Background: an optimization exercise with open tools, aiming at small area and a short achievable clock period. Do not read the settings as production practice. Function was not checked in any run shown here: the RTL went through the layout flow alone. No activity file was given, so power comes from the tool's default toggle rates.

==> flow/design.v, too long to show whole: its modules and the start of the top module <==
// module mul32: 5741 lines
module mul32 (
    input  logic        clk,
    input  logic        rst,
    input  logic        in_valid,
    input  logic [31:0] a,
    input  logic [31:0] b,
    output logic        out_valid,
    output logic [31:0] hi,
    output logic [31:0] lo
);
  // ...
==> flow/run.sh <==
#!/bin/bash
# synth_recipe.tcl (not shown) runs the flow's synth.tcl, then flattens the netlist and writes it again
# the make line also repeats each setting of config.mk as NAME=value (left out here)
make -C /OpenROAD-flow-scripts/flow DESIGN_CONFIG=/design/flow/config.mk WORK_HOME=/design/flow/orfs CLKGATE_MAP_FILE= SYNTH_SCRIPT=/design/flow/synth_recipe.tcl finish
==> flow/config.mk <==
export PLATFORM = sky130hd
export DESIGN_NAME = mul32
export DESIGN_NICKNAME = mul32
export VERILOG_FILES = /design/flow/design.v
export SDC_FILE = /design/flow/constraint.sdc
export NUM_CORES = 4
export LEC_CHECK = 0
export CAP_MARGIN = 20
export CORE_MARGIN = 2
export CORE_UTILIZATION = 45
export PLACE_DENSITY = 0.6
export SLEW_MARGIN = 20
==> flow/constraint.sdc <==
create_clock -name core_clock -period 5.0 [get_ports {clk}]
set_input_delay 1.0000 -clock core_clock [delete_from_list [all_inputs] [get_ports {clk}]]
set_output_delay 1.0000 -clock core_clock [all_outputs]
set_load 0.01 [all_outputs]
==> impl_metrics.json, run 1 <==
{
  "n_tap_cell": 1080,
  "grt_pass1_vias": 26070,
  "setup_viol": 0,
  "cp-end-kind": "register",
  "clock_area_frac": 0.0574,
  "p_total_w": 0.0312,
  "viasPerCell": 5.43,
  "cpMaxStageDelayCell": "o21ai_4",
  "cts-root-buf": "clkbuf_16",
  "min_period_over_period": 0.688,
  "io_pins": 132,
  "final_cells": 4687,
  "finClkSkew_ns": 0.0284,
  "slowest_delay_ns": 0.74,
  "multiInputGateArea_um2": 22400,
  "endpoint": "r2_s29_220",
  "synthCells": 3637,
  "synth_compound_area_frac": 0.124,
  "clkSinkCount": 586,
  "antenna_found_initial": 6,
  "final_util": 0.503,
  "status": "no timing/DRC/antenna violations",
  "met3_usage": 0.0557,
  "cts_buffers": 69,
  "post-place-ws_ns": 1.62,
  "p_leak_nw": 17.8,
  "path_depth": 8,
  "r2r-start": "r1_b9",
  "syn-num-nets": 4296,
  "largest_register_ffs": 4,
  "synth_top_area_frac": 0.311,
  "yosys_most_used_dff": "dfxtp_1"
}
==> run 2, diff against run 1 <==
--- a/flow/config.mk
+++ b/flow/config.mk
@@ -10,3 +10,4 @@
 export CORE_UTILIZATION = 45
 export PLACE_DENSITY = 0.6
+export SETUP_SLACK_MARGIN = 2.0
 export SLEW_MARGIN = 20
==> run 2 against run 1 <==
- still clean
- flip-flop and latch count unchanged
- sequential power about the same
- clock-buffer cell count up 2
- sequential share of layout area down 0.54 points
- critical path type unchanged
==> impl_metrics.json, run 2 <==
{
  "drc": 0,
  "postSynth.asyncResetShare": 0,
  "final_cell_mix": "inv_1, dfxtp_1, xnor2_1, fa_1, a22oi_1",
  "viasPerCell": 5.55,
  "grt_overflow": 0,
  "fin_setup_tns_ns": 0,
  "track_usage": 0.264,
  "yosysTopAreaCell": "dfxtp_1",
  "grt_max_degree": 60,
  "yosys_most_used_dff": "dfxtp_1",
  "synth_edf_count": 0,
  "max_freq_mhz": 333,
  "core-area_um2": 83300,
  "grt_pass1_wl_mm": 171,
  "grt_pass1_vias": 26964,
  "finalHoldViolCount": 0,
  "yosys.cell_count.top_type": "dfxtp_1",
  "crit_fanout": 16,
  "io_buffers": 131,
  "drtIter0Drc": 2918,
  "cts-root-buf": "clkbuf_16",
  "required_ns": 5.49,
  "status": "no timing/DRC/antenna violations",
  "rsz0062_at_grt": "true",
  "final_common_cell": "inv_1",
  "die_w_um": 293,
  "cp-start-kind": "register",
  "synth_top_area_frac": 0.311,
  "vdd_drop_max_mv": 0.662,
  "h-tree-depth": 3,
  "worstHoldPathType": "register to register",
  "drv_slew": 0,
  "cts_tree": "yes",
  "slew_headroom": 0.207,
  "start_util": 0.453,
  "avgRoutedWirePerCell_um": 23.9,
  "syn_area_per_cell_um2": 10.4,
  "crit_chain": "nand2_1 -> o21ai_4 -> a22oi_1 -> xnor2_1 -> fa_1 -> inv_1 -> fa_1",
  "largest-register": "vld",
  "clkSinkCount": 586,
  "clockBufferDepth": 3,
  "worst_path_most_repeated_cell": "fa_1",
  "gp_congestion": 0.906,
  "cts_buffers": 67,
  "synth_area_um2": 37700,
  "antenna_cells": 0,
  "finalNetCount": 4263,
  "maxCapViolations": 0,
  "largest_register_ffs": 4,
  "ant_nets": 0,
  "ys_ff_latch": 586,
  "ys_warn_count": 1,
  "syn-num-nets": 4296,
  "worst_skew_pair.late_latency_ns": 0.63,
  "fp.dieH_um": 293,
  "dieArea_um2": 86100,
  "routed_wl_mm": 113,
  "finalCriticalPeriod_ns": 3.00,
  "cts.clk_slew.worst_paths_ns": 0.07,
  "worstPathArrival_ns": 3.49,
  "cp-end-kind": "register",
  "min_period_over_period": 0.601,
  "r2r_slack_ns": 2.00,
  "synth_area_leaders": "dfxtp_1, fa_1, xnor2_1, a22oi_1, inv_1",
  "synthTopCellsByCount": "dfxtp_1, inv_1, xnor2_1",
  "seq_area_frac_synth": 0.311,
  "worst_pin_slew_ns": 1.19,
  "synthCells": 3637,
  "cts_hold_buf": 0,
  "holdWs_ns": 0.325,
  "dr.pass1.iters": 6,
  "io_pins": 132,
  "antenna_found_initial": 6,
  "finClkSkew_ns": 0.0331,
  "drive_gt1_frac": 0.0944,
  "critical_path_class": "register to register",
  "ys_types": 62,
  "pwr_density_cell_nw_per_um2": 732,
  "num-fill-cells": 7443,
  "fp-row-count": 106,
  "route.vias.total": 26277,
  "syn_to_final_growth_pct": 13.5,
  "dp_hpwl_mm": 73.3,
  "p_leak_nw": 18.2,
  "slowest_delay_ns": 0.70,
  "setup_viol": 0,
  "cpMaxStageDelayCell": "o21ai_4"
}
## run 2: path summary, 6_finish.rpt
check          endpoint  startpoint  cells after the start
max reg2reg  r2_c33_112       r1_b9                      7
min             r3_sum4     r2_sum4                      0
max          r2_c33_112       r1_b9                      7
min reg2reg     r3_sum4     r2_sum4                      0
## run 2: repair_timing
action,in CTS,in global routing
resized for setup,55,37
pin swaps,9,10
cloned,5,1
endpoints found under the setup margin,224,64
setup buffers,30,12
hold endpoints to repair,0,0
## run 2: kinds of logic (layout without fill, tap and decap cells)
family	after synthesis	in the layout	synth area share
simple gates	297	298	0.0373
flops	586	586	0.311
buf+inv	935	946	0.100
fa+ha+maj	597	597	0.291
mux	1	1	0.000266
xor+xnor	585	585	0.136
compound gates	636	640	0.124
## run 2: metrics by stage
stage	instance area [um2]	power, W	std cells	util	setup slack [ns]
5_1_grt	42800	0.0346	4733	0.514	1.97
3_3_place_gp	39500	0.0258	4566	0.474	1.62
4_1_cts	42500	0.0317	4720	0.510	1.94
2_1_floorplan	37700	0.0205	3637	-	2.00
3_5_place_dp	39500	0.0261	4567	0.474	1.57
6_report	42800	0.0313	4733	0.514	2.00
## run 2: area by class of cell
type                            instances  area, um2  area share
Multi-Input combinational cell       2121      22600       0.528
Inverter                              580       2200      0.0515
Clock buffer                           85       1860      0.0434
Tap cell                             1080       1350      0.0316
Clock inverter                         33        469      0.0110
Sequential cell                       586      11800       0.275
Timing Repair Buffer                  248       2520      0.0588
## run 2: layer usage
layer,share of wire,vias up,track usage
li1,-,11413,-
met5,0.00031,-,0
met4,0.042,6,0.109
met2,0.44,1569,0.399
met1,0.41,12966,0.364
met3,0.11,323,0.0611
## run 2: worst max-delay path: cells and delay by family, from the launching register on
family | cells | cell delay (ns)
compound gates | 2 | 0.89
xor+xnor | 1 | 0.20
fa+ha+maj | 2 | 0.98
buf+inv | 1 | 0.06
flops | 1 | 0.48
simple gates | 1 | 0.25
## run 2: power by group
part,switching [W],internal [W],leakage (nW)
Sequential,0.00109,0.00731,4.94
Clock,0.00210,0.00312,1.13
Combinational,0.00980,0.00790,12.1
Total,0.0130,0.0183,18.2

what the ideal ports hide:
The results above use ideal ports. As a check the final layouts listed here were re-extracted and re-timed, cells and wires unchanged. Step 1 (the two cells are an assumption about what drives the block):
set clk [get_ports {clk}]
set_driving_cell -lib_cell sky130_fd_sc_hd__clkbuf_16 $clk
set_driving_cell -lib_cell sky130_fd_sc_hd__buf_2 [delete_from_list [all_inputs] $clk]
Step 2 moves the port delays by t, midway between the first and last clock arrival at a register: inputs arrive t later, outputs are due t later. That takes back most of the time a late clock gives input paths. Three values: ideal ports, drivers, drivers and shift; two values: the first two.
run	t, ns	slack for setup (ns)	latest minus earliest clock arrival (ns)	slew at the worst register clock pin (ns)	worst slew at a driven data input, ns
run 1	0.683	1.562 / 1.562 / 1.562	0.030 / 0.030	0.07 / 0.07	0.07
run 2	0.685	1.997 / 1.997 / 1.997	0.034 / 0.034	0.07 / 0.07	0.08
After both steps setup and hold are still met in every run listed.
